This is an optimization exercise on Yosys and OpenROAD, whose aim is small area, not a production implementation.
RTL that was checked went through simulation tests only; none was proved equivalent to the original.
Function not checked in run 2: the RTL went through the layout flow alone.
Power and IR drop assume default switching activity.

### flow/design.v
package cov_mon_pkg;
  localparam int Q_W = 23;                      
  localparam int R_W = 10;
  localparam logic [Q_W-1:0] Q_SAT = 23'd4294967;
  localparam logic [R_W-1:0] R_SAT = 10'd295;
  localparam logic [R_W-1:0] R_TOP = 10'd999;
  localparam logic [15:0] WDOG_LIMIT = 16'd50000;
endpackage
module cov_stall_channel (
  input  logic        clock,
  input  logic        reset,
  input  logic        en,
  input  logic        clr,
  input  logic        step_q,      
  input  logic        snz_q,       
  input  logic [29:0] cov_i,
  input  logic        mask_i,
  output logic        stall_i,
  output logic        zero_o,      
  output logic [22:0] q_o,         
  output logic [9:0]  r_o
);
  logic [29:0] snap_q;
  logic [22:0] pq_q, cq;
  logic [9:0]  pr_q, cr;
  logic        zero_q;
  logic        chg, sat, wrap, inc;
  logic [11:0] cmp;
  assign sat  = ((pq_q & cov_mon_pkg::Q_SAT) == cov_mon_pkg::Q_SAT) &&
                ((pr_q & cov_mon_pkg::R_SAT) == cov_mon_pkg::R_SAT);
  assign wrap = (pr_q & cov_mon_pkg::R_TOP) == cov_mon_pkg::R_TOP;
  assign inc  = step_q & ~sat;
  always_comb begin
    cq = pq_q;
    cr = pr_q;
    if (zero_q) begin
      cq = '0;
      cr = '0;
    end else if (inc) begin
      if (wrap) begin
        cr = '0;
        cq = pq_q + 1'b1;
      end else begin
        cr = pr_q + 1'b1;
      end
    end
  end
  assign chg = snz_q ? (|cov_i) : (cov_i != snap_q);
  always_ff @(posedge clock) begin
    if (clr | en) snap_q <= cov_i;
  end
  always_ff @(posedge clock) begin
    if (!reset) begin
      pq_q   <= '0;
      pr_q   <= '0;
      zero_q <= 1'b1;
    end else begin
      pq_q   <= cq;
      pr_q   <= cr;
      zero_q <= clr | (en & chg);
    end
  end
  assign cmp     = {1'b0, pq_q[10:0]} + {1'b0, ~cov_i[29:19]} + {11'd0, inc & wrap};
  assign stall_i = mask_i & ~zero_q & ((|pq_q[22:11]) | cmp[11]);
  assign zero_o  = zero_q;
  assign q_o     = pq_q;
  assign r_o     = pr_q;
endmodule
module cov_stall_monitor (
  input  logic         clock,
  input  logic         reset,
  input  logic         en,
  input  logic [119:0] cov,
  input  logic [3:0]   ch_mask,
  input  logic         done,
  input  logic         irq_ack,
  output logic         irq,
  output logic [4:0]   irq_cause,
  output logic [31:0]  stall_cnt_max
);
  logic        fired_q, drain_q;
  logic [4:0]  cause_q;
  logic [15:0] wdog_q;
  logic        step_q;
  logic        snz_q;    
  logic [5:0]  ge_q;
  logic [3:0]  stall, zero;
  logic [22:0] q [4];
  logic [9:0]  r [4];
  logic        ack_ok, clr, wd_hit, idle, hold_end;
  assign idle   = ~fired_q & ~drain_q;
  assign ack_ok = en & fired_q & irq_ack;
  assign clr    = done | ack_ok;
  assign wd_hit = (wdog_q & cov_mon_pkg::WDOG_LIMIT) == cov_mon_pkg::WDOG_LIMIT;
  assign hold_end = &wdog_q[3:0];
  for (genvar i = 0; i < 4; i++) begin : g_ch
    cov_stall_channel u_ch (
      .clock   (clock),
      .reset   (reset),
      .en      (en),
      .clr     (clr),
      .step_q  (step_q),
      .snz_q   (snz_q),
      .cov_i   (cov[i*30 +: 30]),
      .mask_i  (ch_mask[i]),
      .stall_i (stall[i]),
      .zero_o  (zero[i]),
      .q_o     (q[i]),
      .r_o     (r[i])
    );
  end
  logic [3:0] top;
  assign top[0] =  ge_q[0] &  ge_q[1] &  ge_q[2];
  assign top[1] = ~ge_q[0] &  ge_q[3] &  ge_q[4];
  assign top[2] = ~ge_q[1] & ~ge_q[3] &  ge_q[5];
  assign top[3] = ~ge_q[2] & ~ge_q[4] & ~ge_q[5];
  logic [22:0] q_m;
  logic [9:0]  r_m;
  always_comb begin
    q_m = '0;
    r_m = '0;
    for (int i = 0; i < 4; i++) begin
      q_m = q_m | ({23{top[i]}} & q[i]);
      r_m = r_m | ({10{top[i]}} & r[i]);
    end
  end
  logic [28:0] hi;
  assign hi = 29'({q_m, r_m[9:3]}) - 29'({q_m, 1'b0}) - 29'(q_m);
  logic [5:0] ge_d;
  assign ge_d[0] = zero[1] | (~zero[0] & ge_q[0]);
  assign ge_d[1] = zero[2] | (~zero[0] & ge_q[1]);
  assign ge_d[2] = zero[3] | (~zero[0] & ge_q[2]);
  assign ge_d[3] = zero[2] | (~zero[1] & ge_q[3]);
  assign ge_d[4] = zero[3] | (~zero[1] & ge_q[4]);
  assign ge_d[5] = zero[3] | (~zero[2] & ge_q[5]);
  always_ff @(posedge clock) begin
    if (!reset) begin
      fired_q <= 1'b0;
      drain_q <= 1'b0;
      cause_q <= '0;
      wdog_q  <= '0;
      step_q  <= 1'b0;
      snz_q   <= 1'b1;
      ge_q    <= '1;
    end else begin
      step_q <= en;
      if (clr | en) snz_q <= 1'b0;
      ge_q   <= ge_d;
      if (clr) wdog_q <= '0;
      else if (en) begin
        if (drain_q) wdog_q <= hold_end ? 16'd0 : wdog_q + 1'b1;
        else if (!wd_hit) wdog_q <= wdog_q + 1'b1;
      end
      if (done) begin
        fired_q <= 1'b0;
        drain_q <= 1'b0;
        cause_q <= '0;
      end else if (en) begin
        if (idle) begin
          if ((|stall) || wd_hit) begin
            fired_q <= 1'b1;
            cause_q <= {wd_hit, stall};
          end
        end else if (fired_q) begin
          if (irq_ack) begin
            fired_q <= 1'b0;
            drain_q <= 1'b1;
          end
        end else begin
          if (hold_end) drain_q <= 1'b0;
        end
      end
    end
  end
  assign irq           = fired_q;
  assign irq_cause     = cause_q;
  assign stall_cnt_max = {hi, r_m[2:0]};
endmodule
### flow/flow/run.sh
#!/bin/bash
# Standard layout (the standard.sh) with these changes:
#  - synthesis maps the logic with an area-oriented ABC script (flow/area.abc) in place of
#    ORFS's speed script; everything else in the synthesis (registers included) is unchanged;
#  - the port buffers are the smallest buffer cell;
#  - clock tree: small clock buffers in small clusters, no dummy loads.
# ORFS writes each step's full log under orfs/logs/; make's own output goes to standard_own.log.
set -euo pipefail
W=$PWD
cp config.mk config_own.mk
cat >> config_own.mk <<'EOC'
export BUFFER_PORTS_ARGS = -buffer_cell sky130_fd_sc_hd__buf_1
export CTS_ARGS = -sink_clustering_enable -repair_clock_nets -dont_use_dummy_load -buf_list sky130_fd_sc_hd__clkbuf_4 -sink_clustering_size 10 -sink_clustering_max_diameter 35
EOC
{
  echo 'proc abc {args} {'
  echo '  set i [lsearch $args -script]'
  echo "  if {\$i >= 0} { set args [lreplace \$args \$i [expr {\$i + 1}] -script $W/flow/area.abc] }"
  echo '  yosys abc {*}$args'
  echo '}'
  cat synth_recipe.tcl
} > synth_own.tcl
sed -e "s#DESIGN_CONFIG=[^ ]*#DESIGN_CONFIG=$W/config_own.mk#" \
    -e "s#SYNTH_SCRIPT=[^ ]*#SYNTH_SCRIPT=$W/synth_own.tcl#" standard.sh > standard_own.sh
grep -q "config_own.mk" standard_own.sh
grep -q "synth_own.tcl" standard_own.sh
bash standard_own.sh > standard_own.log 2>&1
### flow/flow/area.abc
strash
&get -n
&fraig -x
&put
scorr
dc2
strash
&get -n
&dch -f
&nf -a -R 1000
&put
### flow/standard.sh
#!/bin/bash
# synth_recipe.tcl (not shown) runs the flow's synth.tcl, then flattens the netlist and writes it again
# the make line also repeats each setting of config.mk as NAME=value (left out here)
make -C /OpenROAD-flow-scripts/flow DESIGN_CONFIG=/design/flow/config.mk WORK_HOME=/design/flow/orfs CLKGATE_MAP_FILE= SYNTH_SCRIPT=/design/flow/synth_recipe.tcl "${@:-finish}"
### flow/config.mk
export PLATFORM = sky130hd
export DESIGN_NAME = cov_stall_monitor
export DESIGN_NICKNAME = cov_stall_monitor
export VERILOG_FILES = /design/flow/design.v
export SDC_FILE = /design/flow/constraint.sdc
export NUM_CORES = 4
export LEC_CHECK = 0
export CAP_MARGIN = 20
export CORE_MARGIN = 2
export CORE_UTILIZATION = 40
export SLEW_MARGIN = 20
### flow/constraint.sdc
create_clock -name core_clock -period 8.5 [get_ports {clock}]
set_input_delay 1.7000 -clock core_clock [delete_from_list [all_inputs] [get_ports {clock}]]
set_output_delay 1.7000 -clock core_clock [all_outputs]
set_load 0.01 [all_outputs]
==> impl_metrics.ini, run 1 <==
[outcome]
run_status = complete, no violations

[global_route]
grt_pass1_wl_um = 68890
grt_max_degree = 66
grt_util_met1 = 0.2910
grt_pass1_vias = 12770
met3_usage = 0.05063
grt_use_met2 = 0.3767
grt-busiest-layer = met2
overflow = 0
antenna_found_initial = 1
track_usage = 0.2249

[die]
initial_utilization = 0.4062
core_area_um2 = 37670
ios = 167
die_area_um2 = 39830
rows = 71
dieHeight_um = 199.6
die_x_um = 199.6

[clock_tree]
cts-root-buf = clkbuf_4
cts_hold_buf = 0
cts.sinks = 287
cts_tree = yes
ctsHtreeMaxLevel = 2
worstSkewPairLatency_ps = 810
cts_buffers = 55
clockBufferDepth = 3
clkTransAtPathRegs_ps = 70

[timing]
fin_crit_ps = 7977
hold_violations = 0
min_period_over_period = 0.9384
rsz0062_at_grt = false
slew_headroom = 0.3782
setup_tns_ps = 0
setup-violations-final = 0
maxSlewViolCount = 0
worst_pin_slew_ps = 930.8
fmax_mhz = 125.4
skew_ps = 108.8

[routing]
num_vias = 13210
drt-initial-drc-count = 1089
wl_per_cell_um = 19.05
first_pass_iters = 8
drt_wl_total_um = 44480
ant_nets = 0
drc = 0
post_drt_via_cell_ratio = 5.657

[run]
cap_violations = 0

[synth]
ys_types = 45
synth.avg_cell_area_um2 = 9.683
synth_area_um2 = 15300
async_reset_ff_frac = 0
synthesis.nets = 1815
synth_edf_count = 120
yosysSeqAreaShare = 0.4540
synth_top_flop_cell = dfxtp_1
yosys_warnings = 4
syn_inst = 1580
synth_seq_cells = 287

[critical_path]
arrival_ps = 6280
end_kind = output port
slowest_stage = fa_1
worst_setup_path_start_kind = register
critical-path-max-stage-delay_ps = 440
required_ps = 6800
setup.worst_path.class = reg2out
path_max_fanout = 9

[power]
finalPower_mw = 2.488
power.leakage_nw = 6.133
p_per_area_nw_per_um2 = 144.3
vdd_drop_max_v = 0.00008702

[cells_and_area]
nFillCells = 3723
multi_input_area_um2 = 7891
syn_to_final_growth_pct = 12.71
drive_gt1_frac = 0.05379
seqCellArea_um2 = 6947
nNetsFinal = 2059

[hold_path]
hold_class = reg2reg

[placed_design]
dp_hpwl_um = 34260
portBuffers = 166
gp_congestion = 0.9042
-- cell families (layout without fill, tap and decap cells) --
logic type | Yosys count | count (layout) | synth area share
compound gates | 380 | 380 | 0.1609
xor+xnor | 97 | 97 | 0.05553
fa+ha+maj | 106 | 106 | 0.09699
buf+inv | 148 | 390 | 0.03631
flops | 287 | 287 | 0.4540
mux | 11 | 11 | 0.007197
other cells | 0 | 2 | 0
simple gates | 551 | 551 | 0.1891
-- final timing paths --
kind                                               to  slack (ps)                 start  depth (start not counted)
worst max register to register  g_ch[3].u_ch.pq_q[22]        4440  g_ch[3].u_ch.pr_q[0]                         18
worst min-delay path                       wdog_q[12]         490            wdog_q[12]                          1
worst max-delay path                stall_cnt_max[31]         520               ge_q[1]                         33
worst min register to register             wdog_q[12]         490            wdog_q[12]                          1
-- metrics by stage --
step	area (um2)	cells	util	hold WS (ps)	setup WS [ps]
detailed placement	16690	2270	0.4432	479.0	205.4
floorplan	15310	1580	-	448.5	6.024
finish	17240	2335	0.4578	491.0	523.2
global placement	16690	2270	0.4432	473.1	305.6
CTS	17160	2329	0.4557	492.4	6.747
global route	17240	2334	0.4577	516.0	7.120
-- cells in the mapped netlist (9+ instances only) --
library cell  number  share of area
a2111oi_0         11         0.0063
a21o_1            13         0.0064
a21oi_1          138          0.045
a221oi_1           9         0.0052
a222oi_1          35          0.023
a31oi_1           12         0.0049
and2_0            23         0.0094
and3_1            70          0.029
and4_1            22          0.013
clkinv_1         148          0.036
dfxtp_1          167           0.22
edfxtp_1         120           0.24
fa_1              21          0.027
ha_1              85          0.070
mux2i_1           11         0.0072
nand2_1          103          0.025
nand2b_1          12         0.0049
nand3_1           30         0.0098
nand4_1           43          0.018
nor2_1            88          0.022
nor2b_1           14         0.0057
nor3_1            83          0.027
nor4_1            49          0.020
o21ai_0           72          0.024
o21bai_1          11         0.0054
o221ai_1           9         0.0052
o22ai_1           14         0.0057
xnor2_1           43          0.025
xor2_1            54          0.031
-- layout by cell type, fill, tap and decap left out, types with 49 or more instances in the layout --
cell type	synthesis	layout
a21oi_1	138	131
nor4_1	49	49
nor2_1	88	87
dfxtp_1	167	167
and3_1	70	70
xor2_1	54	54
edfxtp_1	120	120
nand2_1	103	103
nor3_1	83	79
buf_1	0	165
clkinv_1	148	145
ha_1	85	84
clkbuf_4	0	55
o21ai_0	72	70
-- registers in the layout, indices dropped and copies added, names as in the netlist --
signal            count
step_q                1
snz_q                 1
g_ch.u_ch.zero_q      4
g_ch.u_ch.pr_q       40
drain_q               1
g_ch.u_ch.pq_q       92
cause_q               5
wdog_q               16
g_ch.u_ch.snap_q    120
ge_q                  6
fired_q               1
-- worst max-delay path: cells and delay by family (launching register included) --
kind / cells / cell delay [ps]
XOR/XNOR: 1 / 120
adder cells (fa/ha/maj): 2 / 760
AND/OR/NAND/NOR: 6 / 560
flip-flops: 1 / 340
AO/OA/AOI/OAI: 20 / 3140
buffers and inverters: 4 / 550
-- report_power, final --
part	total (mW)	internal [mW]	switching, mW	leakage, nW
Combinational	0.187	0.0679	0.119	3.31
Sequential	1.53	1.50	0.0294	2.57
Clock	0.774	0.293	0.481	0.253
Total	2.49	1.86	0.630	6.13
-- layout make-up --
type / instances / share of cell area
Antenna cell: 2 / 0.0002902
Clock buffer: 55 / 0.02394
Inverter: 148 / 0.03222
Multi-Input combinational cell: 1145 / 0.4576
Sequential cell: 287 / 0.4028
Tap cell: 511 / 0.03708
Timing Repair Buffer: 187 / 0.04600
-- timing repair --
| item | CTS | global route |
|---|---|---|
| gates resized for setup | 9 | 19 |
| setup endpoints to repair | 4 | 3 |
| setup buffers | 4 | 4 |
| pin swaps | 4 | 7 |
-- layer usage --
layer	vias up	share of wire
met5	-	0
met3	71	0.067
met1	6320	0.44
met4	0	0.022
met2	379	0.47
li1	6440	-
==> inputs of run 2 (changes only) <==
--- a/flow/design.v
+++ b/flow/design.v
@@ -26,5 +26,4 @@
   logic        zero_q;
   logic        chg, sat, wrap, inc;
-  logic [11:0] cmp;
   assign sat  = ((pq_q & cov_mon_pkg::Q_SAT) == cov_mon_pkg::Q_SAT) &&
                 ((pr_q & cov_mon_pkg::R_SAT) == cov_mon_pkg::R_SAT);
@@ -61,6 +60,11 @@
     end
   end
-  assign cmp     = {1'b0, pq_q[10:0]} + {1'b0, ~cov_i[29:19]} + {11'd0, inc & wrap};
-  assign stall_i = mask_i & ~zero_q & ((|pq_q[22:11]) | cmp[11]);
+  logic gt;
+  always_comb begin
+    gt = inc & wrap;
+    for (int i = 0; i < 11; i++)
+      gt = (pq_q[i] & ~cov_i[19+i]) | (~(pq_q[i] ^ cov_i[19+i]) & gt);
+  end
+  assign stall_i = mask_i & ~zero_q & ((|pq_q[22:11]) | gt);
   assign zero_o  = zero_q;
   assign q_o     = pq_q;
--- a/flow/flow/run.sh
+++ b/flow/flow/run.sh
@@ -3,4 +3,5 @@
 #  - synthesis maps the logic with an area-oriented ABC script (flow/area.abc) in place of
 #    ORFS's speed script; everything else in the synthesis (registers included) is unchanged;
+#  - no full/half-adder cell extraction before ABC (ABC maps the arithmetic);
 #  - the port buffers are the smallest buffer cell;
 #  - clock tree: small clock buffers in small clusters, no dummy loads.
@@ -10,6 +11,7 @@
 cp config.mk config_own.mk
 cat >> config_own.mk <<'EOC'
+export ADDER_MAP_FILE =
 export BUFFER_PORTS_ARGS = -buffer_cell sky130_fd_sc_hd__buf_1
-export CTS_ARGS = -sink_clustering_enable -repair_clock_nets -dont_use_dummy_load -buf_list sky130_fd_sc_hd__clkbuf_4 -sink_clustering_size 10 -sink_clustering_max_diameter 35
+export CTS_ARGS = -sink_clustering_enable -repair_clock_nets -dont_use_dummy_load -buf_list sky130_fd_sc_hd__clkbuf_8 -sink_clustering_size 20 -sink_clustering_max_diameter 60
 EOC
 {
==> flow/flow/area.abc (replaced) <==
strash
&get -n
&fraig -x
&put
scorr
dc2
strash
&get -n
&dch -f
&nf -a -E 1000 -R 1000
&put
==> run 2 against run 1 <==
Now fails the layout checks on negative setup slack. Synthesized area shrank 7.2%. Non-clock buffer count grew 62. Fmax shrank 7.9%. Worst setup slack lost 680 ps. Combinational power shrank 3%. Hold slack lost 32 ps. Largest cell class unchanged. Synthesized cell count shrank 4.6%. Core utilization grew 1.5 points.
==> impl_metrics.ini, run 2 <==
[outcome]
run_status = finished with violations
so.violations = negative setup slack

[power]
power_frac_seq = 0.621
p_switching_mw = 0.5907
p_per_area_nw_per_um2 = 147.0
switching_share = 0.2407
vdd_drop_max_v = 0.00009736
pwr-share-clk = 0.305
combPwrFrac = 0.074
power.leakage_nw = 5.774
p_int_mw = 1.864
finalPower_mw = 2.454

[critical_path]
arrival_ps = 6960
required_ps = 6800
worst_setup_path_start_kind = register
critical-path-max-stage-delay_ps = 630
slowest_stage = a221oi_1
end_kind = output port
path_max_fanout = 15
setup.worst_path.class = reg2out

[cells_and_area]
largestRegisters = g_ch.u_ch.snap_q: 120 flops, g_ch.u_ch.pq_q: 92 flops, g_ch.u_ch.pr_q: 40 flops
mostFrequentLayoutCells = 162 x dfxtp_1, 160 x buf_1, 127 x clkinv_1, 125 x nor2_1, 120 x edfxtp_1
largest_reg_flops = 120
regMostFlops = g_ch.u_ch.snap_q
syn_to_final_growth_pct = 17.55
final_common_cell = dfxtp_1
drive_gt1_frac = 0.09188
nNetsFinal = 1916

[clock_tree]
ctsHtreeMaxLevel = 1
cts_hold_buf = 0
cts_tree = yes
cts.sinks = 287
worstSkewPairLatency_ps = 610
clockBufferDepth = 3
cts-root-buf = clkbuf_8
clkTransAtPathRegs_ps = 110
cts_buffers = 29

[die]
ios = 167
core_area_um2 = 35310
rows = 69
die_x_um = 192.4
dieHeight_um = 192.4
die_area_um2 = 37040
initial_utilization = 0.4023

[synth]
async_reset_ff_frac = 0
synth.avg_cell_area_um2 = 9.426
synthTopCellsByArea = edfxtp_1 25%, dfxtp_1 24%, xor2_1 3.9%
synth_common_cells = 167 x dfxtp_1, 134 x clkinv_1, 130 x nor2_1, 120 x edfxtp_1, 103 x a21oi_1
syn_inst = 1507
ys_types = 52
yosys.area.top_type = edfxtp_1
synth_seq_cells = 287
yosys_warnings = 4
yosysTopAreaCellShare = 0.2537
synthesis.nets = 1636
yosys.cell_count.top_type = dfxtp_1
yosysSeqAreaShare = 0.4890
synth_edf_count = 120
synth_top_flop_cell = dfxtp_1
synth_area_um2 = 14200

[routing]
drt_wl_total_um = 42310
ant_nets = 0
post_drt_via_cell_ratio = 5.717
wl_per_cell_um = 18.83
drt-initial-drc-count = 1017
drc = 0
first_pass_iters = 8
num_vias = 12850

[timing]
fin_crit_ps = 8657
setup-violations-final = 5
fmax_mhz = 115.5
maxSlewViolCount = 0
worst_pin_slew_ps = 1163
timing.final.ws_setup_ps = -156.8
hold_violations = 0
slew_headroom = 0.2244
min_period_over_period = 1.018
hold_slack_ps = 459.1
skew_ps = 58.22
rsz0062_at_grt = true

[placed_design]
portBuffers = 166
dp_hpwl_um = 31400
gp_congestion = 0.9146

[global_route]
grt_pass1_vias = 11940
track_usage = 0.2222
grt_max_degree = 63
antenna_found_initial = 0
grt_pass1_wl_um = 64850
overflow = 0

[hold_path]
hold_class = reg2reg

[run]
cap_violations = 0
run 2: cell families after synthesis:
group                      Yosys count  synth area share
DFF                                287            0.4890
buffers and inverters              134           0.03541
AOI/OAI and AO/OA                  391            0.1844
and+or+nand+nor                    554            0.2023
adders and majority gates           21           0.01480
xor gates and xnor gates           120           0.07399
run 2: per-stage QoR:
step,utilization,setup TNS (ps),instance area [um2],setup WS [ps],std cells
final,0.4729,-474.2,16700,-156.8,2247
after global routing,0.4728,-2616,16700,-514.6,2246
after CTS,0.4647,0,16410,4.201,2221
after detailed placement,0.4446,-451.5,15700,-234.6,2167
after global placement,0.4446,0,15700,32.25,2167
after floorplan,-,0,14250,70.36,1507
run 2: timing repair:
action	CTS	global route
endpoints found under the setup margin	8	8
endpoints found under the hold margin	0	0
resized for setup	30	35
setup buffers	24	24
pin swaps	12	30
gates cloned	1	0
run 2: layer usage:
metal  vias up  track usage  wire [um]  share of wire
met5         -            0          0              0
met4         0      0.05255        805          0.019
met3        62      0.02982       3280          0.078
met2       481       0.3578      18930           0.45
met1      6057       0.3164      19290           0.46
li1       6246            -          -              -
run 2: area by class of cell:
cell class	count	area [um2]
Timing Repair Buffer	249	1300
Inverter	134	508.0
Multi-Input combinational cell	1086	6957
Clock buffer	29	399.1
Fill cell	3429	18610
Antenna cell	1	2.502
Sequential cell	287	6955
Tap cell	461	576.8
run 2: path summary, 6_finish.rpt:
path | end | depth (start not counted) | slack (ps) | start
max | stall_cnt_max[28] | 34 | -160 | ge_q[4]
min | cause_q[2] | 2 | 460 | cause_q[2]
max reg2reg | cause_q[1] | 24 | 2150 | g_ch[0].u_ch.pr_q[5]
min reg2reg | cause_q[2] | 2 | 460 | cause_q[2]
run 2: critical path: cells and delay by family, from the launching register on:
family | cells | cell delay [ps]
AOI/OAI and AO/OA | 18 | 3750
xor gates and xnor gates | 1 | 180
buffers and inverters | 5 | 710
DFF | 1 | 390
and+or+nand+nor | 10 | 1300
run 2: power groups by stage:
stage	clock, mW	combinational [mW]	sequential [mW]
2_1_floorplan	0	0.0925	1.55
3_3_place_gp	0	0.176	1.55
3_5_place_dp	0	0.178	1.55
4_1_cts	0.776	0.182	1.52
5_1_grt	0.823	0.201	1.53
6_report	0.749	0.181	1.52
==> inputs of run 3 (changes only) <==
--- a/flow/design.v
+++ b/flow/design.v
@@ -89,4 +89,5 @@
   logic        snz_q;    
   logic [5:0]  ge_q;
+  logic [3:0]  top_q;
   logic [3:0]  stall, zero;
   logic [22:0] q [4];
@@ -114,9 +115,6 @@
     );
   end
-  logic [3:0] top;
-  assign top[0] =  ge_q[0] &  ge_q[1] &  ge_q[2];
-  assign top[1] = ~ge_q[0] &  ge_q[3] &  ge_q[4];
-  assign top[2] = ~ge_q[1] & ~ge_q[3] &  ge_q[5];
-  assign top[3] = ~ge_q[2] & ~ge_q[4] & ~ge_q[5];
+  logic [3:0] top, top_d;
+  assign top = top_q;
   logic [22:0] q_m;
   logic [9:0]  r_m;
@@ -138,4 +136,8 @@
   assign ge_d[4] = zero[3] | (~zero[1] & ge_q[4]);
   assign ge_d[5] = zero[3] | (~zero[2] & ge_q[5]);
+  assign top_d[0] =  ge_d[0] &  ge_d[1] &  ge_d[2];
+  assign top_d[1] = ~ge_d[0] &  ge_d[3] &  ge_d[4];
+  assign top_d[2] = ~ge_d[1] & ~ge_d[3] &  ge_d[5];
+  assign top_d[3] = ~ge_d[2] & ~ge_d[4] & ~ge_d[5];
   always_ff @(posedge clock) begin
     if (!reset) begin
@@ -147,8 +149,10 @@
       snz_q   <= 1'b1;
       ge_q    <= '1;
+      top_q   <= 4'b0001;
     end else begin
       step_q <= en;
       if (clr | en) snz_q <= 1'b0;
       ge_q   <= ge_d;
+      top_q  <= top_d;
       if (clr) wdog_q <= '0;
       else if (en) begin
==> run 3 against run 2 <==
The run now finishes clean. Flip-flop and latch count grew 4. Sequential share of layout area increased by 0.71 points. Design area decreased by 0.66%. Critical path type unchanged.
==> impl_metrics.ini, run 3 <==
[outcome]
run_status = complete, no violations

[power]
power_frac_seq = 0.623
p_switching_mw = 0.5945
p_int_mw = 1.881
combPwrFrac = 0.071
p_per_area_nw_per_um2 = 149.3
switching_share = 0.2401
vdd_drop_max_v = 0.0001127
finalPower_mw = 2.476
power.leakage_nw = 5.649
pwr-share-clk = 0.305

[die]
core_area_um2 = 35480
die_area_um2 = 37530
rows = 69
ios = 167
dieHeight_um = 193.7
die_x_um = 193.7
initial_utilization = 0.4058

[synth]
yosys.area.top_type = edfxtp_1
yosys_warnings = 4
synth_top_flop_cell = dfxtp_1
synth_area_um2 = 14400
synth_edf_count = 120
async_reset_ff_frac = 0
yosysSeqAreaShare = 0.4881
syn_inst = 1513
synth.avg_cell_area_um2 = 9.516
synth_common_cells = 171 x dfxtp_1, 146 x nor2_1, 127 x clkinv_1, 120 x edfxtp_1, 100 x nor3_1
ys_types = 55
synth_seq_cells = 291
synthTopCellsByArea = edfxtp_1 25%, dfxtp_1 24%, xnor2_1 4.1%
synthesis.nets = 1642
yosys.cell_count.top_type = dfxtp_1
yosysTopAreaCellShare = 0.2503

[hold_path]
hold_class = reg2reg

[timing]
setup-violations-final = 0
min_period_over_period = 0.9508
hold_slack_ps = 484.4
slew_headroom = 0.2592
fin_crit_ps = 8082
worst_pin_slew_ps = 1111
timing.final.ws_setup_ps = 418.0
hold_violations = 0
setup_tns_ps = 0
skew_ps = 105.3
maxSlewViolCount = 0
fmax_mhz = 123.7

[routing]
wl_per_cell_um = 18.49
num_vias = 12710
drt-initial-drc-count = 1087
dr_wl_met2_um = 18520
post_drt_via_cell_ratio = 5.720
top_layer_used = met4
drc = 0
ant_nets = 0
first_pass_iters = 8
drt_wl_total_um = 41080
wl_met1_um = 19220
met3_length_um = 2654

[cells_and_area]
largestRegisters = g_ch.u_ch.snap_q: 120 flops, g_ch.u_ch.pq_q: 92 flops, g_ch.u_ch.pr_q: 40 flops
final_common_cell = dfxtp_1
drive_gt1_frac = 0.06534
finalNonFillerCells = 2221
multi_input_area_um2 = 7074
nFillCells = 3431
utilization = 0.4675
seqCellArea_um2 = 7027
largest_reg_flops = 120
regMostFlops = g_ch.u_ch.snap_q
finalInstanceArea_um2 = 16590
num_antenna_cells = 0
nNetsFinal = 1891
syn_to_final_growth_pct = 15.22
mostFrequentLayoutCells = 171 x dfxtp_1, 164 x buf_1, 145 x nor2_1, 126 x clkinv_1, 120 x edfxtp_1

[critical_path]
r2r.worst_path.cells = 22
endpoint = stall_cnt_max[30]
worst_setup_path_start_kind = register
reg2reg_slack_ps = 1980
required_ps = 6800
r2r_end = cause_q[2]
slowest_stage = o41ai_4
path_max_fanout = 15
r2r_start = g_ch[2].u_ch.pr_q[8]
crit_start = top_q[3]
critical-path-max-stage-delay_ps = 400
setup.worst_path.class = reg2out
end_kind = output port
arrival_ps = 6380
cp_common_cell = nor2_1

[placed_design]
placed_area_um2 = 15890
post-place-ws_ps = -195.1
portBuffers = 166
dp_hpwl_um = 31150
gp_congestion = 0.9006
dp.cells = 2179

[global_route]
antenna_found_initial = 0
track_usage = 0.2108
grt_max_degree = 70
grt_pass1_vias = 12040
grt_pass1_wl_um = 64510
overflow = 0

[clock_tree]
ctsHtreeMaxLevel = 1
clkTransAtPathRegs_ps = 100
cts.sinks = 291
cts-root-buf = clkbuf_8
worstSkewPairLatency_ps = 630
cts_tree = yes
clockBufferDepth = 3
cts_buffers = 29

[run]
cap_violations = 0
[run 3: cell types whose count changed after synthesis, moves of 5 or more]
cell,previous run,this run
mux2i_1,0,5
o221ai_1,11,6
clkinv_1,134,127
a21oi_1,103,73
a222oi_1,30,24
xnor2_1,57,67
o21ai_0,88,71
nand2_1,58,65
nor2_1,130,146
and4_1,9,19
nand4_1,23,29
a221oi_1,23,28
nand3_1,27,21
[run 3: worst min-delay path by stage]
stage                 start      end  cells after the start
detailed placement  ge_q[0]  ge_q[0]                      1
finish              ge_q[0]  ge_q[0]                      1
floorplan           ge_q[1]  ge_q[1]                      1
global route        ge_q[0]  ge_q[0]                      1
global placement    ge_q[0]  ge_q[0]                      1
CTS                 ge_q[0]  ge_q[0]                      1
[run 3: logic make-up (layout without fill, tap and decap cells)]
| logic type | after synthesis | in the layout | synth area share |
|---|---|---|---|
| buffers and inverters | 127 | 374 | 0.03311 |
| AO/OA/AOI/OAI | 353 | 353 | 0.1696 |
| flip-flops | 291 | 291 | 0.4881 |
| multiplexers | 5 | 5 | 0.003476 |
| adder cells (fa/ha/maj) | 24 | 24 | 0.01669 |
| AND/OR/NAND/NOR | 586 | 586 | 0.2119 |
| XOR/XNOR | 127 | 127 | 0.07726 |
[run 3: per-layer routing]
layer  vias up  GRT usage
met4         0    0.04722
li1       6191          -
met1      6066     0.3001
met5         -          0
met2       396     0.3401
met3        52    0.02974
[run 3: worst max-delay path, delay by kind of cell, from the launching register on]
family | cells | cell delay (ps)
AOI/OAI and AO/OA | 13 | 2660
xor gates and xnor gates | 1 | 80
adders and majority gates | 1 | 200
buffers and inverters | 4 | 480
DFF | 1 | 330
and+or+nand+nor | 18 | 2080
[run 3: cell type report]
class / instances / share of cell area
Tap cell: 461 / 0.03477
Inverter: 127 / 0.02874
Multi-Input combinational cell: 1095 / 0.4265
Timing Repair Buffer: 218 / 0.06238
Clock buffer: 29 / 0.02406
Sequential cell: 291 / 0.4236
[run 3: timing repair]
item	4_1_cts	5_1_grt
resized for setup	11	45
hold buffers	0	0
endpoints found under the setup margin	5	7
buffers inserted	0	13
pin swaps	2	22
[run 3: power by group through the flow]
| stage | Sequential [mW] | Combinational (mW) | Clock, mW |
|---|---|---|---|
| global placement | 1.57 | 0.174 | 0 |
| finish | 1.54 | 0.177 | 0.756 |
| CTS | 1.54 | 0.177 | 0.786 |
| floorplan | 1.57 | 0.0885 | 0 |
| global route | 1.55 | 0.197 | 0.829 |
| detailed placement | 1.57 | 0.176 | 0 |
==> inputs of run 4 (changes only) <==
==> flow/flow/area.abc (replaced) <==
strash
&get -n
&fraig -x
&put
scorr
dc2
strash
&get -n
&dch -f
&nf -R 1000
&put
strash
&get -n
&dch -f
&nf -R 1000
&put
==> run 4 against run 3 <==
Highest routed layer unchanged. Still clean on timing, DRC and antenna. Critical endpoint is now stall_cnt_max[31]. Global-route usage increased by 1.1 points. Clock skew decreased by 11 ps. Register-to-register slack improved by 230 ps. Combinational power about the same. Cell count decreased by 0.81%. Critical path depth decreased by 4.
==> impl_metrics.ini, run 4 <==
[die]
initial_utilization = 0.4073
dieHeight_um = 192.0
rows = 68
die_area_um2 = 36870
ios = 167
die_x_um = 192.0
core_area_um2 = 34710

[synth]
synth_top_flop_cell = dfxtp_1
synthesis.nets = 1629
yosys.area.top_type = edfxtp_1
synth.avg_cell_area_um2 = 9.426
yosys.cell_count.top_type = dfxtp_1
synth_edf_count = 120
yosysTopAreaCellShare = 0.2549
synth_seq_cells = 291
synth_common_cells = 171 x dfxtp_1, 128 x nand2_1, 122 x nor2_1, 120 x edfxtp_1, 106 x clkinv_1
ys_types = 48
async_reset_ff_frac = 0
synthTopCellsByArea = edfxtp_1 25%, dfxtp_1 24%, xor2_1 4.8%
yosysSeqAreaShare = 0.4970
yosys_warnings = 4
synth_area_um2 = 14140
syn_inst = 1500

[routing]
drt-initial-drc-count = 1151
num_vias = 12450
wl_per_cell_um = 18.95
drc = 0
ant_nets = 0
drt_wl_total_um = 41750
first_pass_iters = 9
post_drt_via_cell_ratio = 5.653

[global_route]
antenna_found_initial = 1
grt_pass1_vias = 11540
overflow = 0
grt_max_degree = 75
grt-busiest-layer = met2
grt_use_met2 = 0.3710
met3_usage = 0.02869
grt_pass1_wl_um = 63800
track_usage = 0.2217
grt_util_met1 = 0.3049

[critical_path]
cp_common_cell = maj3_2
critical-path-max-stage-delay_ps = 390
end_kind = output port
crit_start = top_q[3]
reg2reg_slack_ps = 2210
cpLargestDelayFamily = compound AO/OA/AOI/OAI gates
cp.buffers_inverters = 3
arrival_ps = 6650
r2r.worst_path.cells = 31
setup.worst_path.class = reg2out
r2r_end = cause_q[0]
path_max_fanout = 7
r2r_start = g_ch[3].u_ch.pr_q[8]
slowest_stage = a211o_4
worst-path-stages = 33
required_ps = 6800
worst_setup_path_start_kind = register

[power]
power.leakage_nw = 5.855
finalPower_mw = 2.456
p_per_area_nw_per_um2 = 150.7
vdd_drop_max_v = 0.0001051

[clock_tree]
clockBufferDepth = 3
ctsHtreeMaxLevel = 1
cts_buffers = 27
clkTransAtPathRegs_ps = 100
cts.sinks = 291
cts-root-buf = clkbuf_8
cts_tree = yes
cts_hold_buf = 0
worstSkewPairLatency_ps = 620

[cells_and_area]
nFillCells = 3410
drive_gt1_frac = 0.07151
num_antenna_cells = 0
regMostFlops = g_ch.u_ch.snap_q
nNetsFinal = 1879
mostFrequentLayoutCells = 166 x dfxtp_1, 162 x buf_1, 125 x nand2_1, 120 x edfxtp_1, 118 x nor2_1
syn_to_final_growth_pct = 15.27
largest_reg_flops = 120
final_common_cell = dfxtp_1
largestRegisters = g_ch.u_ch.snap_q: 120 flops, g_ch.u_ch.pq_q: 92 flops, g_ch.u_ch.pr_q: 40 flops

[hold_path]
hold_class = reg2reg
min_to = wdog_q[15]
hold_start = wdog_q[15]
min_path_cells = 2

[timing]
hold_violations = 0
rsz0062_at_grt = true
slew_headroom = 0.2642
setup-violations-final = 0
fin_crit_ps = 8353
maxSlewViolCount = 0
skew_ps = 93.99
hold_slack_ps = 482.0
min_period_over_period = 0.9827
fmax_mhz = 119.7
worst_pin_slew_ps = 1090

[placed_design]
gp_congestion = 0.8861
dp_hpwl_um = 32010
portBuffers = 166

[run]
cap_violations = 0

[outcome]
run_status = complete, no violations
[run 4: logic make-up after synthesis]
kind of cell,synth area share
AND/OR/NAND/NOR,0.2112
AO/OA/AOI/OAI,0.1607
flip-flops,0.4970
XOR/XNOR,0.08177
buffers and inverters,0.02814
adder cells (fa/ha/maj),0.01912
multiplexers,0.002124
[run 4: layout make-up]
cell class | count | area, um2 | share of cell area
repair buffers | 221 | 1056 | 0.06480
inverters | 106 | 397.9 | 0.02441
flip-flops and latches | 291 | 7036 | 0.4317
well taps | 455 | 569.3 | 0.03493
clock buffers | 27 | 371.6 | 0.02280
multi-input cells | 1103 | 6867 | 0.4213
[run 4: where the power goes]
part / internal (mW) / switching, mW
Clock: 0.282 / 0.453
Combinational: 0.0632 / 0.115
Sequential: 1.52 / 0.0275
[run 4: metrics by stage]
| step | setup TNS, ps | util | setup WS [ps] | std cells | cell area, um2 |
|---|---|---|---|---|---|
| after floorplan | 0 | - | 60.16 | 1500 | 14140 |
| after global placement | 0 | 0.4496 | 52.54 | 2157 | 15610 |
| after detailed placement | -183.6 | 0.4496 | -86.00 | 2157 | 15610 |
| after CTS | 0 | 0.4642 | 19.94 | 2191 | 16110 |
| after global routing | -802.7 | 0.4695 | -222.9 | 2203 | 16300 |
| final | 0 | 0.4695 | 146.9 | 2203 | 16300 |
[run 4: worst min-delay path: stages, from the launching register on]
cell	delay, ps
dfxtp_1	340
a21oi_1	40
nor2_1	70
[run 4: worst max-delay path by stage]
| stage | endpoint | slack, ps |
|---|---|---|
| 5_1_grt | stall_cnt_max[28] | -220 |
| 6_report | stall_cnt_max[31] | 150 |
| 3_3_place_gp | stall_cnt_max[31] | 50 |
| 3_5_place_dp | stall_cnt_max[31] | -90 |
| 2_1_floorplan | stall_cnt_max[31] | 60 |
| 4_1_cts | stall_cnt_max[31] | 20 |
[run 4: metal layers]
metal	wire length [um]	up-vias
met3	2833	59
met5	0	-
met2	19380	426
li1	-	6079
met4	809	0
met1	18720	5890
[run 4: timing repair]
| action | 4_1_cts | 5_1_grt |
|---|---|---|
| pin swaps | 13 | 34 |
| resized for setup | 25 | 32 |
| buffers inserted | 7 | 12 |
| endpoints found under the setup margin | 8 | 7 |
==> inputs of run 5 (changes only) <==
==> flow/flow/area.abc (replaced) <==
strash
&get -n
&fraig -x
&put
scorr
dc2
strash
&get -n
&dch -f
&nf -a -R 1000
&put
==> run 5 against run 4 <==
Power is 0.28% higher. Largest power group unchanged. Core utilization fell by 0.60 points. Non-clock buffer count fell by 17. Still clean on timing, DRC and antenna. Fmax rose by 1.6%. Flip-flop and latch count unchanged. Cell count grew 0.86%. Largest cell class unchanged. Critical path depth rose by 2. Critical endpoint is now stall_cnt_max[29]. Highest routed layer unchanged. Global-route usage grew 0.27 points. Register-to-register slack lost 310 ps.
==> impl_metrics.ini, run 5 <==
[critical_path]
worst_setup_path_start_kind = register
arrival_ps = 6520
setup.worst_path.class = reg2out
crit_start = g_ch[3].u_ch.pq_q[1]
critical-path-max-stage-delay_ps = 410
path_max_fanout = 6
slowest_stage = a222oi_1
r2r.worst_path.cells = 21
endpoint = stall_cnt_max[29]
reg2reg_slack_ps = 1900
r2r_end = cause_q[3]
required_ps = 6800
cp_common_cell = nand2_2
end_kind = output port
r2r_start = g_ch[1].u_ch.pq_q[8]

[clock_tree]
cts.sinks = 291
cts_tree = yes
cts-root-buf = clkbuf_8
cts_hold_buf = 0
clockBufferDepth = 3
worstSkewPairLatency_ps = 590
clkTransAtPathRegs_ps = 90
cts_buffers = 28
ctsHtreeMaxLevel = 1

[placed_design]
dp_hpwl_um = 32530
portBuffers = 166
placed_area_um2 = 15620
post-place-ws_ps = 22.72
dp.cells = 2173
gp_congestion = 0.9370

[synth]
synth_common_cells = 171 x dfxtp_1, 136 x nor2_1, 127 x nand2_1, 120 x edfxtp_1, 119 x clkinv_1
synthesis.nets = 1658
yosys.area.top_type = edfxtp_1
synth_seq_cells = 291
syn_inst = 1529
yosys.cell_count.top_type = dfxtp_1
async_reset_ff_frac = 0
yosysTopAreaCellShare = 0.2522
synth_top_flop_cell = dfxtp_1
synth_area_um2 = 14290
ys_types = 51
synthTopCellsByArea = edfxtp_1 25%, dfxtp_1 24%, xor2_1 4.5%
yosysSeqAreaShare = 0.4918
yosys_warnings = 4
synth.avg_cell_area_um2 = 9.344
synth_edf_count = 120

[routing]
num_vias = 12590
top_layer_used = met4
dr_wl_met2_um = 20310
first_pass_iters = 9
ant_nets = 0
drt_wl_total_um = 42660
post_drt_via_cell_ratio = 5.664
wl_per_cell_um = 19.20
wl_met1_um = 18600
drt-initial-drc-count = 1099
drc = 0
met3_length_um = 2575

[timing]
setup_tns_ps = 0
setup-violations-final = 0
skew_ps = 41.78
slew_headroom = 0.3525
hold_violations = 0
timing.final.ws_setup_ps = 280.4
worst_pin_slew_ps = 971.2
fin_crit_ps = 8220
min_period_over_period = 0.9670
fmax_mhz = 121.7
maxSlewViolCount = 0

[cells_and_area]
finalInstanceArea_um2 = 16410
largestRegisters = g_ch.u_ch.snap_q: 120 flops, g_ch.u_ch.pq_q: 92 flops, g_ch.u_ch.pr_q: 40 flops
finalNonFillerCells = 2222
drive_gt1_frac = 0.06133
nNetsFinal = 1892
final_common_cell = buf_1
utilization = 0.4635
regMostFlops = g_ch.u_ch.snap_q
mostFrequentLayoutCells = 164 x buf_1, 163 x dfxtp_1, 136 x nor2_1, 120 x nand2_1, 120 x edfxtp_1
multi_input_area_um2 = 6988
nFillCells = 3462
seqCellArea_um2 = 7047
num_antenna_cells = 0
syn_to_final_growth_pct = 14.84
largest_reg_flops = 120

[die]
dieHeight_um = 193.0
initial_utilization = 0.4036
die_x_um = 193.0
ios = 167
core_area_um2 = 35400
rows = 69
die_area_um2 = 37250

[hold_path]
hold_class = reg2reg

[global_route]
antenna_found_initial = 0
grt_pass1_wl_um = 65310
grt_max_degree = 75
track_usage = 0.2244
overflow = 0
grt_pass1_vias = 11830

[run]
cap_violations = 0

[power]
p_switching_mw = 0.5915
p_per_area_nw_per_um2 = 150.1
p_int_mw = 1.871
combPwrFrac = 0.072
switching_share = 0.2402
power_frac_seq = 0.627
power.leakage_nw = 5.860
pwr-share-clk = 0.301
vdd_drop_max_v = 0.0001201

[outcome]
run_status = complete, no violations
## run 5: cell count changes after synthesis, sizes merged, moves of 4 or more
cell / previous run / this run
a211oi: 12 / 3
a31oi: 2 / 7
and3: 53 / 60
and4: 10 / 19
clkinv: 106 / 119
nand3: 24 / 20
nand4: 28 / 34
nor2: 122 / 136
nor3: 76 / 67
nor4: 56 / 51
o22ai: 16 / 23
o2bb2ai: 11 / 6
xor2: 77 / 73
## run 5: final cells by class
| cell class | instances | share of cell area |
|---|---|---|
| inverter | 119 | 0.02722 |
| timing repair buffer | 204 | 0.05872 |
| clock buffer | 28 | 0.02349 |
| sequential | 291 | 0.4295 |
| tap | 461 | 0.03516 |
| multi-input combinational | 1119 | 0.4259 |
## run 5: cells by family (layout without fill, tap and decap cells)
logic type / after synthesis / in the layout / synth area share
mux: 5 / 5 / 0.003503
xor+xnor: 128 / 128 / 0.07847
flops: 291 / 291 / 0.4918
buf+inv: 119 / 351 / 0.03126
simple gates: 599 / 599 / 0.2126
compound gates: 359 / 359 / 0.1627
fa+ha+maj: 28 / 28 / 0.01962
## run 5: worst min path at each step
stage                               startpoint                    to  slack [ps]  depth (start not counted)
after global routing      g_ch[1].u_ch.pq_q[1]  g_ch[1].u_ch.pq_q[1]         510                          1
final                     g_ch[1].u_ch.pq_q[1]  g_ch[1].u_ch.pq_q[1]         490                          1
after detailed placement               ge_q[5]               ge_q[5]         480                          2
after global placement               wdog_q[0]             wdog_q[0]         470                          1
after floorplan                        ge_q[4]               ge_q[4]         440                          2
after CTS                            wdog_q[0]             wdog_q[0]         500                          1
## run 5: layer usage
layer / vias to the layer above / GRT usage
met4: 0 / 0.05828
met5: - / 0
met3: 69 / 0.02371
li1: 6140 / -
met2: 384 / 0.3885
met1: 5993 / 0.2999
## run 5: through the flow
step	total power [mW]	hold WS (ps)
floorplan	1.662	444.2
global placement	1.747	469.8
detailed placement	1.751	482.9
CTS	2.486	501.2
global route	2.554	506.6
finish	2.462	485.3
## run 5: what timing repair did
action / 4_1_cts / 5_1_grt
resized for setup: 15 / 49
setup endpoints to repair: 5 / 7
buffers inserted: 8 / 12
pin swaps: 9 / 29
gates cloned: 0 / 1
## run 5: critical path: cells and delay by family, from the launching register on
| family | cells | cell delay (ps) |
|---|---|---|
| buffers and inverters | 5 | 560 |
| adder cells (fa/ha/maj) | 3 | 980 |
| AND/OR/NAND/NOR | 14 | 1550 |
| flip-flops | 1 | 370 |
| AO/OA/AOI/OAI | 10 | 1980 |
| XOR/XNOR | 3 | 510 |
## run 5: power groups by stage
stage / Sequential, mW / Combinational [mW] / Clock [mW]
final: 1.54 / 0.177 / 0.742
after global routing: 1.55 / 0.197 / 0.808
after CTS: 1.54 / 0.176 / 0.766
after detailed placement: 1.58 / 0.176 / 0
after global placement: 1.57 / 0.174 / 0
after floorplan: 1.57 / 0.0873 / 0
==> inputs of run 6 (changes only) <==
--- a/flow/config.mk
+++ b/flow/config.mk
@@ -6,6 +6,6 @@
 export NUM_CORES = 4
 export LEC_CHECK = 0
-export CAP_MARGIN = 20
+export CAP_MARGIN = 5
 export CORE_MARGIN = 2
 export CORE_UTILIZATION = 40
-export SLEW_MARGIN = 20
+export SLEW_MARGIN = 5
==> run 6 against run 5 <==
Still clean. Power unchanged. First-iteration DRC count unchanged. Register-to-register slack barely moved. Wire length unchanged. Clock power hardly changed. Combinational power barely moved. Clock skew stayed put. Clock-buffer cell count stayed put. Critical path depth unchanged. Critical endpoint unchanged. Largest cell class unchanged. Highest routed layer unchanged.
==> impl_metrics.ini, run 6 <==
[timing]
setup_tns_ps = 0
skew_ps = 41.78
maxSlewViolCount = 0
fmax_mhz = 121.7
min_period_over_period = 0.9670
hold_slack_ps = 485.3
timing.final.ws_setup_ps = 280.4
worst_pin_slew_ps = 971.2
fin_crit_ps = 8220
slew_headroom = 0.3525
hold_violations = 0
setup-violations-final = 0

[placed_design]
post-place-ws_ps = 22.72
portBuffers = 166
dp.cells = 2173
dp_hpwl_um = 32530
gp_congestion = 0.9370

[power]
pwr-share-clk = 0.301
combPwrFrac = 0.072
power_frac_seq = 0.627
p_per_area_nw_per_um2 = 150.1
switching_share = 0.2402
p_int_mw = 1.871
power.leakage_nw = 5.860
p_switching_mw = 0.5915
vdd_drop_max_v = 0.0001201

[routing]
drt-initial-drc-count = 1099
ant_nets = 0
post_drt_via_cell_ratio = 5.664
drt_wl_total_um = 42660
wl_per_cell_um = 19.20
first_pass_iters = 9
drc = 0
num_vias = 12590

[cells_and_area]
largest_reg_flops = 120
drive_gt1_frac = 0.06133
syn_to_final_growth_pct = 14.84
final_common_cell = buf_1
regMostFlops = g_ch.u_ch.snap_q
finalNonFillerCells = 2222
largestRegisters = g_ch.u_ch.snap_q: 120 flops, g_ch.u_ch.pq_q: 92 flops, g_ch.u_ch.pr_q: 40 flops
mostFrequentLayoutCells = 164 x buf_1, 163 x dfxtp_1, 136 x nor2_1, 120 x nand2_1, 120 x edfxtp_1
num_antenna_cells = 0
nNetsFinal = 1892

[global_route]
grt_pass1_vias = 11830
grt_pass1_wl_um = 65310
overflow = 0
antenna_found_initial = 0
track_usage = 0.2244
grt_max_degree = 75

[die]
initial_utilization = 0.4036
core_area_um2 = 35400
ios = 167
die_x_um = 193.0
die_area_um2 = 37250
rows = 69
dieHeight_um = 193.0

[synth]
synth.avg_cell_area_um2 = 9.344
syn_inst = 1529
synth_top_flop_cell = dfxtp_1
synth-simple-area-share = 0.2126
yosys_warnings = 4
ys_types = 51
synth_edf_count = 120
synth_area_um2 = 14290
synth_seq_cells = 291
synthMuxAreaShare = 0.003503
synth_top_family_by_area = simple AND/OR/NAND/NOR gates
yosys.cell_count.top_type = dfxtp_1
synth_xor_area_frac = 0.07847
async_reset_ff_frac = 0
synthesis.nets = 1658
synth_common_cells = 171 x dfxtp_1, 136 x nor2_1, 127 x nand2_1, 120 x edfxtp_1, 119 x clkinv_1
synth_compound_area_frac = 0.1627
yosys.area.top_type = edfxtp_1
synthTopCellsByArea = edfxtp_1 25%, dfxtp_1 24%, xor2_1 4.5%
yosysTopAreaCellShare = 0.2522
yosysSeqAreaShare = 0.4918
synth_fa_ha_area_frac = 0.01962

[run]
cap_violations = 0

[clock_tree]
cts-root-buf = clkbuf_8
ctsHtreeMaxLevel = 1
clockBufferDepth = 3
clkTransAtPathRegs_ps = 90
cts_buffers = 28
cts_hold_buf = 0
cts.sinks = 291
worstSkewPairLatency_ps = 590
cts_tree = yes

[critical_path]
setup.worst_path.class = reg2out
critical-path-max-stage-delay_ps = 410
worst_setup_path_start_kind = register
end_kind = output port
slowest_stage = a222oi_1
arrival_ps = 6520
path_max_fanout = 6
cp_common_cell = nand2_2
required_ps = 6800

[outcome]
run_status = complete, no violations

[hold_path]
hold_class = reg2reg
-- run 6: cell counts after synthesis --
No cell type changed its count.
-- run 6: layer usage --
layer,wire length [um],part of all wire,GRT usage,vias to the layer above
li1,-,-,-,6140
met1,18600,0.44,0.2999,5993
met2,20310,0.48,0.3885,384
met3,2575,0.060,0.02371,69
met4,1173,0.027,0.05828,0
met5,0,0,0,-
-- run 6: final cells by class --
| type | count | area [um2] |
|---|---|---|
| timing repair buffer | 204 | 963.4 |
| sequential | 291 | 7047 |
| multi-input combinational | 1119 | 6988 |
| tap | 461 | 576.8 |
| inverter | 119 | 446.7 |
| fill | 3462 | 18990 |
| clock buffer | 28 | 385.4 |
-- run 6: cells by family (layout without fill, tap and decap cells) --
group | Yosys count | count (layout)
adder cells (fa/ha/maj) | 28 | 28
AO/OA/AOI/OAI | 359 | 359
buffers and inverters | 119 | 351
AND/OR/NAND/NOR | 599 | 599
XOR/XNOR | 128 | 128
multiplexers | 5 | 5
flip-flops | 291 | 291
-- run 6: worst paths after layout --
path | startpoint | to | slack [ps] | cells after the start
max | g_ch[3].u_ch.pq_q[1] | stall_cnt_max[29] | 280 | 35
min | g_ch[1].u_ch.pq_q[1] | g_ch[1].u_ch.pq_q[1] | 490 | 1
max reg2reg | g_ch[1].u_ch.pq_q[8] | cause_q[3] | 1900 | 21
min reg2reg | g_ch[1].u_ch.pq_q[1] | g_ch[1].u_ch.pq_q[1] | 490 | 1
-- run 6: critical path: cells and delay by family, from the launching register on --
family / cells / cell delay [ps]
and+or+nand+nor: 14 / 1550
DFF: 1 / 370
adders and majority gates: 3 / 980
buffers and inverters: 5 / 560
xor gates and xnor gates: 3 / 510
AOI/OAI and AO/OA: 10 / 1980
-- run 6: per-stage QoR --
step | total power, mW | instance area [um2] | util
2_1_floorplan | 1.662 | 14290 | -
3_3_place_gp | 1.747 | 15620 | 0.4412
3_5_place_dp | 1.751 | 15620 | 0.4412
4_1_cts | 2.486 | 16130 | 0.4556
5_1_grt | 2.554 | 16410 | 0.4635
6_report | 2.462 | 16410 | 0.4635
-- run 6: power groups by stage --
stage | Combinational (mW) | Sequential, mW | Clock (mW)
after detailed placement | 0.176 | 1.58 | 0
after global placement | 0.174 | 1.57 | 0
after floorplan | 0.0873 | 1.57 | 0
after global routing | 0.197 | 1.55 | 0.808
final | 0.177 | 1.54 | 0.742
after CTS | 0.176 | 1.54 | 0.766
-- run 6: timing repair --
item | 4_1_cts | 5_1_grt
gates resized for setup | 15 | 49
setup endpoints to repair | 5 | 7
gates cloned | 0 | 1
pin swaps | 9 | 29
buffers inserted | 8 | 12
==> inputs of run 7 (changes only) <==
==> flow/flow/area.abc (replaced) <==
strash
&get -n
&fraig -x
&put
scorr
dc2
strash
&get -n
&dch -f
&nf -R 1000
&put
strash
&get -n
&dch -f
&nf -R 1000
&put
--- a/flow/config.mk
+++ b/flow/config.mk
@@ -6,6 +6,7 @@
 export NUM_CORES = 4
 export LEC_CHECK = 0
-export CAP_MARGIN = 5
+export CAP_MARGIN = 20
 export CORE_MARGIN = 2
-export CORE_UTILIZATION = 40
-export SLEW_MARGIN = 5
+export CORE_UTILIZATION = 60
+export PLACE_DENSITY = 0.75
+export SLEW_MARGIN = 20
==> run 7 against run 6 <==
The layout now fails its checks (negative setup slack). Synthesized cell count shrank 1.9%. Non-clock buffer count grew 20. Core utilization grew 23 points. Hold slack is essentially flat. Fmax shrank 3.9%. Combinational power is essentially flat. Flip-flop and latch count is the same. Via count grew 1.2%. Critical path depth shrank 2. First-iteration DRC count grew 31%. Cell count shrank 7.0%. Sequential share of layout area grew 0.69 points.
==> impl_metrics.ini, run 7 <==
[global_route]
antenna_found_initial = 0
grt_pass1_vias = 11650
grt_pass1_wl_um = 61210
overflow = 0
grt_max_degree = 91
track_usage = 0.3173

[placed_design]
gp_congestion = 0.9463
dp.cells = 2012
portBuffers = 166
placed_area_um2 = 15370
dp_hpwl_um = 30140

[clock_tree]
cts.sinks = 291
cts_hold_buf = 0
cts_buffers = 24
worstSkewPairLatency_ps = 570
clkTransAtPathRegs_ps = 120
cts_tree = yes
cts-root-buf = clkbuf_8
clockBufferDepth = 3
ctsHtreeMaxLevel = 1

[die]
core_area_um2 = 23330
dieHeight_um = 157.5
die_x_um = 157.5
rows = 56
initial_utilization = 0.6060
ios = 167
die_area_um2 = 24810

[power]
p_per_area_nw_per_um2 = 149.0
vdd_drop_max_v = 0.0001620
power.leakage_nw = 5.865

[cells_and_area]
largest_reg_flops = 120
largestRegisters = g_ch.u_ch.snap_q: 120 flops, g_ch.u_ch.pq_q: 92 flops, g_ch.u_ch.pr_q: 40 flops
final_common_cell = dfxtp_1
drive_gt1_frac = 0.07265
finalNonFillerCells = 2067
finalInstanceArea_um2 = 16130
syn_to_final_growth_pct = 14.07
regMostFlops = g_ch.u_ch.snap_q
num_antenna_cells = 0
nNetsFinal = 1879
mostFrequentLayoutCells = 166 x dfxtp_1, 158 x buf_1, 125 x nand2_1, 120 x edfxtp_1, 118 x nor2_1
nFillCells = 1938

[synth]
synth_seq_cells = 291
synth_top_family_by_area = simple AND/OR/NAND/NOR gates
yosysSeqAreaShare = 0.4970
synthMuxAreaShare = 0.002124
synth_xor_area_frac = 0.08177
synth_top_flop_cell = dfxtp_1
synth.avg_cell_area_um2 = 9.426
synth_fa_ha_area_frac = 0.01912
synthTopCellsByArea = edfxtp_1 25%, dfxtp_1 24%, xor2_1 4.8%
yosysTopAreaCellShare = 0.2549
yosys_warnings = 4
ys_types = 48
synthesis.nets = 1629
yosys.area.top_type = edfxtp_1
synth-simple-area-share = 0.2112
async_reset_ff_frac = 0
synth_compound_area_frac = 0.1607
yosys.cell_count.top_type = dfxtp_1
synth_edf_count = 120
synth_common_cells = 171 x dfxtp_1, 128 x nand2_1, 122 x nor2_1, 120 x edfxtp_1, 106 x clkinv_1
synth_area_um2 = 14140
syn_inst = 1500

[timing]
min_period_over_period = 1.007
hold_violations = 0
fin_crit_ps = 8555
timing.final.ws_setup_ps = -55.45
rsz0062_at_grt = true
worst_pin_slew_ps = 941.2
maxSlewViolCount = 0
slew_headroom = 0.3677
skew_ps = 55.65
setup-violations-final = 4
fmax_mhz = 116.9

[outcome]
run_status = finished with violations
so.violations = negative setup slack

[routing]
num_vias = 12730
drc = 0
post_drt_via_cell_ratio = 6.159
drt_wl_total_um = 40290
first_pass_iters = 8
ant_nets = 0
wl_per_cell_um = 19.49
drt-initial-drc-count = 1442

[critical_path]
worst_setup_path_start_kind = register
cp_common_cell = maj3_2
path_max_fanout = 7
arrival_ps = 6860
end_kind = output port
slowest_stage = dfxtp_4
setup.worst_path.class = reg2out
required_ps = 6800
critical-path-max-stage-delay_ps = 400

[run]
cap_violations = 0

[hold_path]
hold_class = reg2reg
==> run 7: cell count changes in the layout (fill, tap and decap cells not counted), moves of 6 or more <==
cell and change:
a211oi_1 +9, nor3_1 +9, buf_2 +6, nand4_1 -6
and3_1 -6, o22ai_1 -6, buf_1 -6, nor2_1 -18
clkinv_1 -11, buf_4 +20, and4_1 -9
==> run 7: repair_timing <==
item / in CTS / in global routing
setup buffers: 18 / 12
pin swaps: 13 / 34
resized for setup: 24 / 40
endpoints found under the hold margin: 0 / 0
cloned: 0 / 1
endpoints found under the setup margin: 8 / 8
==> run 7: kinds of logic (layout without fill, tap and decap cells) <==
family | after synthesis | count (layout)
buffers and inverters | 106 | 354
XOR/XNOR | 132 | 132
AO/OA/AOI/OAI | 351 | 351
AND/OR/NAND/NOR | 590 | 590
adder cells (fa/ha/maj) | 27 | 27
flip-flops | 291 | 291
multiplexers | 3 | 3
==> run 7: routing by layer <==
layer / wire length (um) / vias up / global-route usage
met5: 0 / - / 0
met4: 1202 / 0 / 0.08874
met3: 3443 / 98 / 0.05121
met2: 18510 / 552 / 0.5205
met1: 17130 / 5989 / 0.4373
li1: - / 6092 / -
==> run 7: through the flow <==
step                        util  setup TNS (ps)  hold WS (ps)  setup slack (ps)  power [mW]
after floorplan                -               0         436.9             60.16       1.661
after global placement    0.6585               0         456.1             48.31       1.742
after detailed placement  0.6587          -288.0         464.9            -110.0       1.748
after CTS                 0.6815               0         491.2             5.672       2.409
after global routing      0.6912           -2610         521.9            -439.4       2.481
final                     0.6912          -130.4         485.7            -55.45       2.404
==> run 7: cell type report <==
cell class                      instances  area [um2]  share of cell area
Timing Repair Buffer                  224        1115             0.06912
Sequential cell                       291        7038              0.4364
Tap cell                              319       399.1             0.02475
Multi-Input combinational cell       1103        6848              0.4246
Clock buffer                           24       330.3             0.02048
Inverter                              106       397.9             0.02467
==> run 7: critical path, delay by kind of cell (launching register included) <==
family,cells,cell delay [ps]
and+or+nand+nor,8,1110
adders and majority gates,5,1510
buffers and inverters,3,410
DFF,1,400
xor gates and xnor gates,3,490
AOI/OAI and AO/OA,14,2350
==> run 7: power by group <==
part           switching [mW]  internal (mW)  total [mW]
sequential             0.0287           1.51        1.54
combinational           0.113         0.0631       0.176
clock                   0.431          0.253       0.683
==> run 7: final timing paths <==
check / slack, ps / cells past startpoint / startpoint / endpoint
setup / recovery: -60 / 33 / top_q[1] / stall_cnt_max[31]
hold / removal: 490 / 1 / wdog_q[14] / wdog_q[14]
setup reg to reg: 2060 / 31 / g_ch[3].u_ch.pq_q[8] / cause_q[4]
hold reg to reg: 490 / 1 / wdog_q[14] / wdog_q[14]
==> inputs of run 8 (changes only) <==
==> flow/flow/area.abc (replaced) <==
strash
&get -n
&fraig -x
&put
scorr
dc2
strash
&get -n
&dch
&nf -R 1000
&put
==> run 8 against run 7 <==
The run now finishes clean. Power barely moved. Via count decreased by 1.6%. Sequential share of layout area up 0.76 points. Cell count fell by 1.3%. Critical endpoint unchanged.
==> impl_metrics.ini, run 8 <==
[routing]
first_pass_iters = 13
wl_per_cell_um = 18.68
drc = 0
drt-initial-drc-count = 1496
ant_nets = 0
drt_wl_total_um = 38130
num_vias = 12530
post_drt_via_cell_ratio = 6.140

[global_route]
overflow = 0
grt_use_met2 = 0.5043
grt_pass1_vias = 11620
grt-busiest-layer = met2
grt_util_met1 = 0.4159
met3_usage = 0.04982
antenna_found_initial = 0
grt_pass1_wl_um = 59660
grt_max_degree = 80
track_usage = 0.3044

[synth]
yosys_warnings = 4
syn_inst = 1505
async_reset_ff_frac = 0
yosys.cell_count.top_type = dfxtp_1
synthTopCellsByArea = edfxtp_1 25%, dfxtp_1 24%, xor2_1 4.3%
yosysSeqAreaShare = 0.4961
synth_area_um2 = 14160
synth_top_flop_cell = dfxtp_1
synth_common_cells = 171 x dfxtp_1, 134 x nor2_1, 120 x edfxtp_1, 112 x clkinv_1, 111 x nand2_1
synth_seq_cells = 291
synth_edf_count = 120
synth.avg_cell_area_um2 = 9.412
yosysTopAreaCellShare = 0.2544
yosys.area.top_type = edfxtp_1
synthesis.nets = 1634
ys_types = 53

[hold_path]
min_to = ge_q[2]
hold_start = ge_q[2]
min_path_cells = 1
hold_class = reg2reg

[cells_and_area]
final_common_cell = dfxtp_1
num_antenna_cells = 0
syn_to_final_growth_pct = 11.82
mostFrequentLayoutCells = 169 x dfxtp_1, 165 x buf_1, 130 x nor2_1, 120 x edfxtp_1, 112 x clkinv_1
largest_reg_flops = 120
finalInstanceArea_um2 = 15840
largestRegisters = g_ch.u_ch.snap_q: 120 flops, g_ch.u_ch.pq_q: 92 flops, g_ch.u_ch.pr_q: 40 flops
utilization = 0.6788
drive_gt1_frac = 0.04646
regMostFlops = g_ch.u_ch.snap_q
nNetsFinal = 1853

[timing]
skew_ps = 77.05
min_period_over_period = 0.9621
fmax_mhz = 122.3
setup-violations-final = 0
slew_headroom = 0.2723
hold_violations = 0
worst_pin_slew_ps = 1089
maxSlewViolCount = 0
fin_crit_ps = 8178

[die]
ios = 167
die_area_um2 = 24850
rows = 56
dieHeight_um = 157.7
initial_utilization = 0.6071
core_area_um2 = 23330
die_x_um = 157.7

[clock_tree]
worstSkewPairLatency_ps = 590
cts-root-buf = clkbuf_8
cts_hold_buf = 0
cts_tree = yes
ctsHtreeMaxLevel = 1
cts_buffers = 24
cts.sinks = 291
clkTransAtPathRegs_ps = 120
clockBufferDepth = 3

[critical_path]
required_ps = 6800
arrival_ps = 6480
cp_common_cell = o21ai_2
r2r_end = cause_q[3]
reg2reg_slack_ps = 2040
critical-path-max-stage-delay_ps = 380
setup.worst_path.class = reg2out
path_max_fanout = 17
slowest_stage = o31ai_1
r2r_start = g_ch[1].u_ch.pr_q[0]
worst_setup_path_start_kind = register
end_kind = output port
r2r.worst_path.cells = 23

[outcome]
run_status = complete, no violations

[power]
vdd_drop_max_v = 0.0001697
p_per_area_nw_per_um2 = 151.9
power.leakage_nw = 5.686

[placed_design]
gp_congestion = 0.9943
dp_hpwl_um = 28920
portBuffers = 166
placed_area_um2 = 15320

[run]
cap_violations = 0
-- run 8: kinds of logic (layout without fill, tap and decap cells) --
logic type	Yosys count	count (layout)	synth area share
AOI/OAI and AO/OA	363	363	0.1674
xor gates and xnor gates	129	129	0.07976
adders and majority gates	30	30	0.02120
buffers and inverters	112	329	0.02968
DFF	291	291	0.4961
and+or+nand+nor	580	580	0.2059
-- run 8: how the worst max path moves through the flow --
stage / start / to / slack, ps / depth (start not counted)
CTS: top_q[1] / stall_cnt_max[31] / 9 / 34
global route: top_q[1] / stall_cnt_max[31] / -190 / 33
finish: top_q[2] / stall_cnt_max[31] / 320 / 31
global placement: top_q[1] / stall_cnt_max[31] / 110 / 34
detailed placement: top_q[1] / stall_cnt_max[31] / -120 / 34
floorplan: top_q[2] / stall_cnt_max[31] / 360 / 33
-- run 8: area by class of cell --
cell class | count | area (um2)
clock buffers | 24 | 330.3
flip-flops and latches | 291 | 7032
inverters | 112 | 420.4
repair buffers | 193 | 827.0
well taps | 319 | 399.1
multi-input cells | 1102 | 6830
fillers | 1970 | 7493
-- run 8: power breakdown --
part | internal, mW | switching (mW)
clock network | 0.252 | 0.434
registers | 1.52 | 0.0284
logic | 0.0627 | 0.113
total | 1.83 | 0.575
-- run 8: per-stage QoR --
stage                     power [mW]  setup TNS [ps]  worst slack [ps]  hold WS, ps  instances
after CTS                      2.415               0             9.067        495.6       2035
after global placement         1.743               0             107.6        460.5       2007
after floorplan                1.662               0             357.4        437.1       1505
final                          2.406               0             322.4        494.4       2041
after global routing           2.488          -288.7            -194.3        516.3       2041
after detailed placement       1.749          -126.8            -116.3        468.4       2007
-- run 8: per-layer routing --
metal | wire (um) | share of wire | vias to the layer above
li1 | - | - | 6035
met1 | 16610 | 0.44 | 5892
met2 | 17580 | 0.46 | 518
met3 | 2912 | 0.076 | 86
met4 | 1036 | 0.027 | 0
met5 | 0 | 0 | -
-- run 8: timing repair --
item                       in CTS  in global routing
pin swaps                       4                 17
resized for setup               8                 29
setup endpoints to repair       6                  7
buffers inserted                4                  6
-- run 8: worst max-delay path, delay by kind of cell, from the launching register on --
kind / cells / cell delay, ps
buffers and inverters: 4 / 480
AND/OR/NAND/NOR: 11 / 1530
flip-flops: 1 / 370
AO/OA/AOI/OAI: 12 / 2740
adder cells (fa/ha/maj): 1 / 200
XOR/XNOR: 3 / 570

-- static timing again, ports no longer ideal --
The results above use ideal ports. As a check the final layouts listed here were re-extracted and re-timed, cells and wires unchanged.
Step 1 assumes that a clkbuf_16 drives the clock port and a buf_2 every other input.
Step 2 also shifts input and output timing later by t, the mid clock arrival at the registers, as if the neighbouring blocks saw the same clock.
Slacks: no drivers / after step 1 / after step 2; pairs: no drivers / after step 1.
| run | shift t [ns] | setup slack, ns | latest minus earliest clock arrival (ns) | worst register clock-pin slew, ns |
|---|---|---|---|---|
| run 1 | 0.800 | 0.523 / 0.475 / 1.275 | 0.110 / 0.109 | 0.10 / 0.10 |
| run 2 | 0.624 | -0.157 / -0.204 / 0.420 | 0.067 / 0.066 | 0.12 / 0.12 |
| run 3 | 0.622 | 0.418 / 0.374 / 0.996 | 0.105 / 0.106 | 0.12 / 0.12 |
| run 4 | 0.626 | 0.147 / 0.099 / 0.725 | 0.094 / 0.094 | 0.12 / 0.12 |
| run 5 | 0.618 | 0.280 / 0.231 / 0.849 | 0.043 / 0.042 | 0.11 / 0.11 |
| run 6 | 0.618 | 0.280 / 0.231 / 0.849 | 0.043 / 0.042 | 0.11 / 0.11 |
| run 7 | 0.592 | -0.055 / -0.100 / 0.492 | 0.059 / 0.059 | 0.12 / 0.12 |
| run 8 | 0.594 | 0.322 / 0.276 / 0.870 | 0.077 / 0.077 | 0.12 / 0.12 |
